Background: an optimization exercise with open tools, aiming at a short achievable clock period and few clock cycles per item. Do not read the settings as production practice. In this exercise RTL edits were held to simulation tests only and were not proved equivalent to the original. Power figures rest on the tool's default switching activity, not on a simulated workload.

==> flow/run.sh <==
#!/bin/bash
# synth_recipe.tcl (not shown) runs the flow's synth.tcl, then flattens the netlist and writes it again
# the make line also repeats each setting of config.mk as NAME=value (left out here)
make -C /OpenROAD-flow-scripts/flow DESIGN_CONFIG=/design/flow/config.mk WORK_HOME=/design/flow/orfs CLKGATE_MAP_FILE= SYNTH_SCRIPT=/design/flow/synth_recipe.tcl finish
==> flow/config.mk <==
export PLATFORM = sky130hd
export DESIGN_NAME = dns_relay_query_id_table_unit
export DESIGN_NICKNAME = dns_relay_query_id_table_unit
export VERILOG_FILES = /design/flow/design.v
export SDC_FILE = /design/flow/constraint.sdc
export NUM_CORES = 4
export LEC_CHECK = 0
export ABC_CLOCK_PERIOD_IN_PS = 2500
export CAP_MARGIN = 20
export CORE_MARGIN = 2
export CORE_UTILIZATION = 40
export SETUP_SLACK_MARGIN = 4.8
export SLEW_MARGIN = 20
==> flow/constraint.sdc <==
create_clock -name core_clock -period 7.5 [get_ports {aclk}]
set_input_delay 1.5000 -clock core_clock [delete_from_list [all_inputs] [get_ports {aclk}]]
set_output_delay 1.5000 -clock core_clock [all_outputs]
set_load 0.01 [all_outputs]
==> flow/design.v <==
package dnsr_pkg;
    localparam int ID_W    = 16;
    localparam int ADDR_W  = 32;
    localparam int PORT_W  = 16;
    localparam int TIME_W  = 32;
    localparam int AGE_W   = 16;
    localparam int LIMIT_W = 4;
    localparam int REM_W   = 4;
    localparam int unsigned AGE_SCALE_MS = 1000;
    localparam logic [AGE_W-1:0]   AGE_RESET   = 16'd60;
    localparam logic [LIMIT_W-1:0] LIMIT_RESET = 4'd5;
    localparam logic REG_AGE_SECONDS = 1'b0;
    localparam logic REG_KEEP_LIMIT  = 1'b1;
    typedef enum logic [1:0] {
        CMD_ADD   = 2'd0,
        CMD_FIND  = 2'd1,
        CMD_SWEEP = 2'd2
    } cmd_t;
    typedef enum logic [2:0] {
        STAT_ADDED      = 3'd0,
        STAT_RETRANS    = 3'd1,
        STAT_REPLY_HIT  = 3'd2,
        STAT_REPLY_MISS = 3'd3,
        STAT_SWEEP_DONE = 3'd4
    } status_t;
    typedef enum logic [1:0] {
        S_IDLE,
        S_SCAN,
        S_WRITE,
        S_DONE
    } state_t;
    typedef struct packed {
        logic [ID_W-1:0]   local_id;
        logic [ID_W-1:0]   client_id;
        logic [ADDR_W-1:0] addr;
        logic [PORT_W-1:0] port;
        logic [TIME_W-1:0] stamp;
    } entry_t;
endpackage
module dns_relay_query_id_table_unit #(
    parameter int TABLE_DEPTH = 8
) (
    input  logic        aclk,
    input  logic        aresetn,
    input  logic        s_tvalid,
    output logic        s_tready,
    input  logic [95:0] s_tdata,
    input  logic [1:0]  s_tuser,
    output logic        m_tvalid,
    input  logic        m_tready,
    output logic [71:0] m_tdata,
    output logic [2:0]  m_tuser,
    input  logic        cfg_wr_en,
    input  logic        cfg_index,
    input  logic [15:0] cfg_wdata
);
    localparam int N      = TABLE_DEPTH;
    localparam int LIM_W  = dnsr_pkg::LIMIT_W;
    localparam int RM_W   = dnsr_pkg::REM_W;
    localparam int CAP    = 8;
    localparam int OBUF_N = 8;
    localparam int OB_W   = $clog2(OBUF_N);
    localparam int OC_W   = $clog2(CAP + 1);
    localparam int RES_W  = 3 + RM_W + 16 + 32 + 16;
    logic [15:0]      age_reg;
    logic [LIM_W-1:0] limit_reg;
    logic [N-1:0]     keep_t;      
    always_ff @(posedge aclk) begin
        if (!aresetn) begin
            age_reg   <= dnsr_pkg::AGE_RESET;
            limit_reg <= dnsr_pkg::LIMIT_RESET;
        end else if (cfg_wr_en) begin
            unique case (cfg_index)
                dnsr_pkg::REG_AGE_SECONDS: age_reg   <= cfg_wdata;
                dnsr_pkg::REG_KEEP_LIMIT:  limit_reg <= cfg_wdata[LIM_W-1:0];
            endcase
        end
    end
    always_ff @(posedge aclk) begin
        for (int n = 0; n < N; n++) begin
            keep_t[n] <= (LIM_W+1)'(n) < {1'b0, limit_reg};
        end
    end
    logic            rdy_reg;
    logic [OC_W-1:0] owed_reg;
    logic            in_fire;
    logic            in_res;
    logic            out_take;
    assign s_tready = rdy_reg;
    assign in_fire  = s_tvalid && rdy_reg;
    assign in_res   = in_fire && (s_tuser != 2'd3);
    logic        a_vld;
    logic [1:0]  a_cmd;
    logic [15:0] a_qid;
    logic [31:0] a_addr;
    logic [15:0] a_port;
    logic [31:0] a_now;
    always_ff @(posedge aclk) begin
        if (!aresetn) begin
            a_vld <= 1'b0;
        end else begin
            a_vld <= in_res;
        end
        if (rdy_reg) begin
            a_cmd  <= s_tuser;
            a_qid  <= s_tdata[15:0];
            a_addr <= s_tdata[47:16];
            a_port <= s_tdata[63:48];
            a_now  <= s_tdata[95:64];
        end
    end
    logic [31:0] t_na, t_a4, t_a3, s1, c1, s2, c2;
    assign t_na = ~(32'(age_reg) << 10);
    assign t_a4 = 32'(age_reg) << 4;
    assign t_a3 = 32'(age_reg) << 3;
    assign s1   = a_now ^ t_na ^ t_a4;
    assign c1   = {((a_now[30:0] & t_na[30:0]) | (a_now[30:0] & t_a4[30:0]) |
                    (t_na[30:0] & t_a4[30:0])), 1'b1};
    assign s2   = s1 ^ c1 ^ t_a3;
    assign c2   = {((s1[30:0] & c1[30:0]) | (s1[30:0] & t_a3[30:0]) |
                    (c1[30:0] & t_a3[30:0])), 1'b0};
    logic        a2_vld;
    logic [1:0]  a2_cmd;
    logic [15:0] a2_qid;
    logic [31:0] a2_addr;
    logic [15:0] a2_port;
    logic [31:0] a2_now;
    logic [31:0] a2_s, a2_c;
    always_ff @(posedge aclk) begin
        if (!aresetn) begin
            a2_vld <= 1'b0;
        end else begin
            a2_vld <= a_vld;
        end
        a2_cmd  <= a_cmd;
        a2_qid  <= a_qid;
        a2_addr <= a_addr;
        a2_port <= a_port;
        a2_now  <= a_now;
        a2_s    <= s2;
        a2_c    <= c2;
    end
    logic        b_vld;
    logic [1:0]  b_cmd;
    logic [15:0] b_qid;
    logic [31:0] b_addr;
    logic [15:0] b_port;
    logic [31:0] b_now;
    logic [31:0] b_cutoff;
    always_ff @(posedge aclk) begin
        if (!aresetn) begin
            b_vld <= 1'b0;
        end else begin
            b_vld <= a2_vld;
        end
        b_cmd    <= a2_cmd;
        b_qid    <= a2_qid;
        b_addr   <= a2_addr;
        b_port   <= a2_port;
        b_now    <= a2_now;
        b_cutoff <= a2_s + a2_c;
    end
    logic [15:0] t_lid   [N];
    logic [15:0] t_cid   [N];
    logic [31:0] t_addr  [N];
    logic [15:0] t_port  [N];
    logic [31:0] t_stamp [N];
    logic [N-1:0] fill_t;       
    logic [15:0]  nid_reg;      
    logic [15:0]  nid_p1_reg;   
    logic         last_ins;     
    logic         c_vld;
    logic [1:0]   c_cmd;
    logic [15:0]  c_qid;
    logic [31:0]  c_addr;
    logic [15:0]  c_port;
    logic [31:0]  c_now;
    logic [N-1:0] c_cid_m, c_lid_m, c_lt;
    logic         c_cid_f, c_lid_f, c_lt_f;
    logic [N-1:0] b_cid_m, b_lid_m, b_lt;
    always_comb begin
        for (int n = 0; n < N; n++) begin
            b_cid_m[n] = t_cid[n] == b_qid;
            b_lid_m[n] = t_lid[n] == b_qid;
            b_lt[n]    = t_stamp[n] < b_cutoff;
        end
    end
    always_ff @(posedge aclk) begin
        if (!aresetn) begin
            c_vld <= 1'b0;
        end else begin
            c_vld <= b_vld;
        end
        c_cmd   <= b_cmd;
        c_qid   <= b_qid;
        c_addr  <= b_addr;
        c_port  <= b_port;
        c_now   <= b_now;
        c_cid_m <= b_cid_m;
        c_lid_m <= b_lid_m;
        c_lt    <= b_lt;
        c_cid_f <= c_qid == b_qid;
        c_lid_f <= nid_reg == b_qid;
        c_lt_f  <= c_now < b_cutoff;
    end
    logic [N-1:0] cid_e, lid_e, lt_e;
    assign cid_e = last_ins ? {c_cid_m[N-2:0], c_cid_f} : c_cid_m;
    assign lid_e = last_ins ? {c_lid_m[N-2:0], c_lid_f} : c_lid_m;
    assign lt_e  = last_ins ? {c_lt[N-2:0], c_lt_f}     : c_lt;
    logic         is_add, is_find, is_sweep;
    logic [N-1:0] add_hv, find_hv, stay, kept;
    logic         add_hit, find_hit, ins;
    logic [N-1:0] fill_next;
    assign is_add   = c_vld && (c_cmd == dnsr_pkg::CMD_ADD);
    assign is_find  = c_vld && (c_cmd == dnsr_pkg::CMD_FIND);
    assign is_sweep = c_vld && (c_cmd == dnsr_pkg::CMD_SWEEP);
    assign add_hv   = cid_e & fill_t;
    assign find_hv  = lid_e & fill_t;
    assign add_hit  = |add_hv;
    assign find_hit = |find_hv;
    assign ins      = is_add && !add_hit;
    assign stay = fill_t & ~lt_e & keep_t;
    always_comb begin
        kept[N-1] = stay[N-1];
        for (int n = N - 2; n >= 0; n--) begin
            kept[n] = kept[n+1] | stay[n];
        end
    end
    always_comb begin
        if (ins) begin
            fill_next = {fill_t[N-2:0], 1'b1};
        end else if (is_sweep) begin
            fill_next = kept;
        end else begin
            fill_next = fill_t;
        end
    end
    always_ff @(posedge aclk) begin
        if (!aresetn) begin
            fill_t     <= '0;
            nid_reg    <= '0;
            nid_p1_reg <= 16'd1;
            last_ins   <= 1'b0;
        end else begin
            fill_t   <= fill_next;
            last_ins <= ins;
            if (ins) begin
                nid_reg    <= nid_p1_reg;
                nid_p1_reg <= nid_p1_reg + 1'b1;
            end
        end
    end
    always_ff @(posedge aclk) begin
        if (ins) begin
            t_lid[0]   <= nid_reg;
            t_cid[0]   <= c_qid;
            t_addr[0]  <= c_addr;
            t_port[0]  <= c_port;
            t_stamp[0] <= c_now;
            for (int n = 1; n < N; n++) begin
                t_lid[n]   <= t_lid[n-1];
                t_cid[n]   <= t_cid[n-1];
                t_addr[n]  <= t_addr[n-1];
                t_port[n]  <= t_port[n-1];
                t_stamp[n] <= t_stamp[n-1];
            end
        end
    end
    logic [15:0]     hit_lid, hit_cid, hit_port;
    logic [31:0]     hit_addr;
    logic [RM_W-1:0] swept;
    always_comb begin
        hit_lid  = '0;
        hit_cid  = '0;
        hit_addr = '0;
        hit_port = '0;
        for (int n = 0; n < N; n++) begin
            hit_lid  = hit_lid  | (t_lid[n]  & {16{add_hv[n]}});
            hit_cid  = hit_cid  | (t_cid[n]  & {16{find_hv[n]}});
            hit_addr = hit_addr | (t_addr[n] & {32{find_hv[n]}});
            hit_port = hit_port | (t_port[n] & {16{find_hv[n]}});
        end
        swept = '0;
        for (int n = 0; n < N; n++) begin
            swept = swept + RM_W'(fill_t[n] & ~kept[n]);
        end
    end
    logic        d_vld;
    logic [2:0]  d_status;
    logic [15:0] d_id;
    logic [31:0] d_addr;
    logic [15:0] d_port;
    logic [RM_W-1:0] d_rm;
    always_ff @(posedge aclk) begin
        if (!aresetn) begin
            d_vld <= 1'b0;
        end else begin
            d_vld <= c_vld;
        end
        d_id   <= '0;
        d_addr <= '0;
        d_port <= '0;
        d_rm   <= '0;
        if (is_add) begin
            if (add_hit) begin
                d_status <= dnsr_pkg::STAT_RETRANS;
                d_id     <= hit_lid;
            end else begin
                d_status <= dnsr_pkg::STAT_ADDED;
                d_id     <= nid_reg;
                d_rm     <= RM_W'(fill_t[N-1]);
            end
        end else if (is_find) begin
            if (find_hit) begin
                d_status <= dnsr_pkg::STAT_REPLY_HIT;
                d_id     <= hit_cid;
                d_addr   <= hit_addr;
                d_port   <= hit_port;
            end else begin
                d_status <= dnsr_pkg::STAT_REPLY_MISS;
            end
        end else begin
            d_status <= dnsr_pkg::STAT_SWEEP_DONE;
            d_rm     <= swept;
        end
    end
    logic [RES_W-1:0] d_res;
    logic [RES_W-1:0] ob_mem [OBUF_N];
    logic [OB_W-1:0]  ob_rd, ob_wr;
    logic [OB_W:0]    ob_cnt;
    logic             out_vld;
    logic [RES_W-1:0] out_res;
    logic             out_load, ob_pop, ob_push;
    assign d_res    = {d_status, d_rm, d_port, d_addr, d_id};
    assign out_take = out_vld && m_tready;
    assign out_load = !out_vld || m_tready;
    assign ob_pop   = out_load && (ob_cnt != '0);
    assign ob_push  = d_vld && !(out_load && (ob_cnt == '0));
    always_ff @(posedge aclk) begin
        if (!aresetn) begin
            out_vld <= 1'b0;
            ob_rd   <= '0;
            ob_wr   <= '0;
            ob_cnt  <= '0;
        end else begin
            if (out_load) begin
                out_vld <= (ob_cnt != '0) || d_vld;
            end
            if (ob_pop) begin
                ob_rd <= ob_rd + 1'b1;
            end
            if (ob_push) begin
                ob_wr <= ob_wr + 1'b1;
            end
            ob_cnt <= ob_cnt + (OB_W+1)'(ob_push) - (OB_W+1)'(ob_pop);
        end
    end
    always_ff @(posedge aclk) begin
        if (out_load) begin
            out_res <= (ob_cnt != '0) ? ob_mem[ob_rd] : d_res;
        end
        if (ob_push) begin
            ob_mem[ob_wr] <= d_res;
        end
    end
    logic [OC_W-1:0] owed_next;
    assign owed_next = owed_reg + OC_W'(in_res) - OC_W'(out_take);
    always_ff @(posedge aclk) begin
        if (!aresetn) begin
            owed_reg <= '0;
            rdy_reg  <= 1'b1;
        end else begin
            owed_reg <= owed_next;
            rdy_reg  <= owed_next < OC_W'(CAP);
        end
    end
    assign m_tvalid = out_vld;
    assign m_tuser  = out_res[RES_W-1 -: 3];
    assign m_tdata  = {4'b0, out_res[RES_W-4:0]};
endmodule
==> impl_metrics.ini <==
[status]
status = no timing/DRC/antenna violations

[yosys]
synth-seq-area-share_pct = 72.73
yosys-top-cells-area = sky130_fd_sc_hd__edfxtp_1 (59%), sky130_fd_sc_hd__dfxtp_1 (14%), sky130_fd_sc_hd__ha_1 (5.3%)
yosys.area.top_type = sky130_fd_sc_hd__edfxtp_1
async_reset_ff_share_pct = 0
syn_area_cell_um2 = 16.53
portion_of_synthesized_cell_area_occupied_by_the_leading_cell_type_pct = 58.84
synthFlopType = sky130_fd_sc_hd__edfxtp_1
synth-seq-cells = 2211
yosysWarnings = 6
synthDistinctLibCells = 69
yosysMostFrequentCell = sky130_fd_sc_hd__edfxtp_1
netlist_top_cells_count = sky130_fd_sc_hd__edfxtp_1 (1,633), sky130_fd_sc_hd__dfxtp_1 (578), sky130_fd_sc_hd__ha_1 (350)
synth-edff-count = 1633
syn_inst = 5042
syn-cell-area_um2 = 83330

[route]
post-route-drc-count = 0
via_count = 46488
viasPerCell = 5.395
drt-pass1-iter-count = 6
ant_nets = 0
drt_first_iter_violations = 4706
wirelength_um = 213600
routedWlPerCell_um = 24.79

[power_and_ir_drop]
peakVddDrop_uv = 276.1
leak_pwr_nw = 36.31
power-per-cell-area_nw_per_um2 = 305.7

[floorplanning]
fp.dieH_um = 460.4
chipWidth_um = 460.4
die_area_um2 = 212000
floorplan.initialDensity_pct = 40.24
placement_rows = 167
placeableCoreArea_um2 = 207100
i_o_pin_total = 197

[timing]
timing_worst_slew_pin_value_ns = 1.042
worst_clock_skew_ns = 0.09155
rsz0062_at_grt = yes
finalHoldViolCount = 0
finalMaxSlewViolations = 0
remaining_max_slew_budget_at_the_tightest_pin_pct = 30.49
setup_tns_ns = 0
achievable-frequency_ghz = 0.2495
setup_viol_count_final = 0
finalCriticalPeriod_ns = 4.008
layout_worst_path_cycle_share_pct = 53.44

[cells_and_area]
layout-drive-gt1-share_pct = 18.90
layout.nets = 6133
area_delta_synth_final_pct = 22.54
register_containing_the_most_flip_flops_in_the_final_layout = ob_mem
reg_top3 = ob_mem: 568 flops, t_addr: 256 flops, t_stamp: 256 flops
largest_reg_flops = 568
finish.cell_count_without_fillers = 8617

[placed_design]
dp.final_hpwl_um = 122900
gp_congestion = 0.8483
placed_cells_incl_taps = 7898
numPortBuffers = 192

[run]
timing.max_cap.violations = 0

[global_route]
grt_start_max_net_pins = 143
total_congestion_overflow = 0
grt_usage_pct = 19.02
grt_pass1_wl_um = 299000
first_global_vias = 44953
antenna_found_initial = 8

[clocking]
root_driver = sky130_fd_sc_hd__clkbuf_16
cts_buffer_depth = 3
cts.sink_count = 2211
cts_inserted_buffers = 218
number_of_h_tree_branching_levels = 4
clk_latency_ns = 0.87
clock_transition_at_the_register_clock_pins_on_the_worst_setup_and_hold_paths_after_cts_ns = 0.07
cts_tree = done
cts-hold-fix-buffers = 0

[worst_setup_path]
timing.critical_path.from_type = flop
timing.critical_path.arrival_ns = 4.78
rrSetupSlack_ns = 3.49
cp_top_family = adder cells
timing.critical_path.mode_cell = sky130_fd_sc_hd__inv_2
buffers_plus_inverters_on_the_worst_setup_path = 3
path_cells = mux2i_2 -> a32oi_2 -> nor3b_4 -> nand3_2 -> a31o_4 -> a31oi_4 -> and2_4 -> fa_1 -> inv_2 -> fa_1 -> fa_2 -> inv_2 -> ha_4 -> inv_2 -> fa_2 -> nor2_1
cell_with_the_largest_stage_delay_on_the_worst_path = sky130_fd_sc_hd__fa_2
max_stage_delay_ns = 0.54
r2r-end = d_rm[1]
worstRegToRegCells = 16
path_class = flop to flop
start_of_the_worst_register_to_register_path = last_ins
required_ns = 8.27
cp_max_fo = 4
endpoint_kind = flop

[min_path]
min_delay_path_depth = 0
hold_path_end = b_port[15]
worstHoldStart = a2_port[15]
timing.hold.worst.class = flop to flop
## where the power goes
group / switching (W) / internal, W / total [W]
clock network: 0.00480 / 0.00647 / 0.0113
logic: 0.00325 / 0.00220 / 0.00546
registers: 0.000451 / 0.0140 / 0.0145
total: 0.00851 / 0.0227 / 0.0312
## through the flow
stage | util (%) | total power [W] | area [um2] | hold WS (ns) | worst slack (ns)
final | 49.31 | 0.03122 | 102100 | 0.2949 | 3.492
after global routing | 49.31 | 0.03261 | 102100 | 0.3045 | 3.345
after CTS | 47.55 | 0.03134 | 98470 | 0.2959 | 3.507
after detailed placement | 42.86 | 0.02004 | 88760 | 0.3121 | 2.470
after global placement | 42.86 | 0.01994 | 88760 | 0.3102 | 2.483
after floorplan | - | 0.01819 | 83510 | 0.3096 | 2.906
## final cells by class
type	count	area, um2
Fill cell	17102	105000
Sequential cell	2211	60630
Multi-Input combinational cell	2503	22210
Timing Repair Buffer	536	7425
Clock buffer	292	6208
Tap cell	2788	3488
Clock inverter	123	1326
Inverter	147	579.3
Timing Repair inverter	13	237.7
Antenna cell	4	10.01
## worst reg2reg max path: stages (launching register included)
cell and delay, ns:
sky130_fd_sc_hd__dfxtp_4 0.38, sky130_fd_sc_hd__mux2i_2 0.17, sky130_fd_sc_hd__a32oi_2 0.24, sky130_fd_sc_hd__nor3b_4 0.26, sky130_fd_sc_hd__nand3_2 0.12, sky130_fd_sc_hd__a31o_4 0.25
sky130_fd_sc_hd__a31oi_4 0.15, sky130_fd_sc_hd__and2_4 0.16, sky130_fd_sc_hd__fa_1 0.42, sky130_fd_sc_hd__inv_2 0.07, sky130_fd_sc_hd__fa_1 0.42, sky130_fd_sc_hd__fa_2 0.54
sky130_fd_sc_hd__inv_2 0.04, sky130_fd_sc_hd__ha_4 0.15, sky130_fd_sc_hd__inv_2 0.05, sky130_fd_sc_hd__fa_2 0.42, sky130_fd_sc_hd__nor2_1 0.10
## how the worst max path moves through the flow
stage | start | to | slack [ns] | cells past startpoint
floorplan | m_tready | ob_mem[0][0] | 2.91 | 6
global placement | last_ins | d_rm[2] | 2.48 | 17
detailed placement | last_ins | d_rm[2] | 2.47 | 17
CTS | last_ins | d_rm[1] | 3.51 | 17
global route | last_ins | d_rm[1] | 3.34 | 16
finish | last_ins | d_rm[1] | 3.49 | 16
## placed cells by master, fill, tap and decap left out, types with 115 or more instances in the layout
master                            Yosys  layout
sky130_fd_sc_hd__edfxtp_1          1633    1633
sky130_fd_sc_hd__dfxtp_1            578     570
sky130_fd_sc_hd__ha_1               350     348
sky130_fd_sc_hd__xnor2_1            317     316
sky130_fd_sc_hd__clkbuf_16            0     300
sky130_fd_sc_hd__nand2_1            263     247
sky130_fd_sc_hd__a22oi_1            194     194
sky130_fd_sc_hd__mux4_2             142     142
sky130_fd_sc_hd__inv_1              145     138
sky130_fd_sc_hd__o21ai_0            147     133
sky130_fd_sc_hd__a21oi_1            136     123
sky130_fd_sc_hd__buf_4                7     118
sky130_fd_sc_hd__clkdlybuf4s50_1      0     115
## logic make-up (layout without fill, tap and decap cells)
logic type	Yosys count	count (layout)	share of synthesized area (%)
flip-flops	2211	2211	72.73
AO/OA/AOI/OAI	875	875	7.270
AND/OR/NAND/NOR	655	663	3.749
adder cells (fa/ha/maj)	383	383	6.048
XOR/XNOR	340	340	3.573
buffers and inverters	339	1111	1.635
multiplexers	238	238	4.991
other	1	8	0.004500
## repair_timing
action | 4_1_cts | 5_1_grt
buffers inserted | 60 | 80
pin swaps | 30 | 30
gates cloned | 54 | 106
resized for setup | 483 | 195
endpoints found under the setup margin | 1685 | 1153
## layer usage
layer  wire length (um)  share of wire (%)  global-route usage [%]
met5                 13             0.0061                       0
met4               6219                2.9                   5.430
met3              16150                7.6                   3.519
met2              96910                 45                   29.04
met1              94300                 44                   27.71
Testbench counts, summed over its fixed seeds: cycles 2,448, items 2,400.

-- what the ideal ports hide --
The flow's constraints put no driver on any port. The routed layout listed below was extracted and timed again, unchanged, in two steps. Step 1 assumes that a clkbuf_16 drives the clock port and a buf_2 every other input. Step 2 moves the port delays by t, midway between the first and last clock arrival at a register: inputs arrive t later, outputs are due t later. That takes back most of the time a late clock gives input paths. a / b / c = ideal ports / drivers / drivers and shift; a / b = the first two.
t (ns): 0.918
slack for setup (ns): 3.492 / 3.492 / 3.492
hold WS [ns]: 0.295 / 0.295 / 0.295
clock arrival spread, ns: 0.110 / 0.111
worst register clock-pin slew, ns: 0.07 / 0.07
After both steps this run still meets setup and hold. For this run, drivers alone change the setup slack by 0.000 ns; drivers and shift together by 0.000 ns.
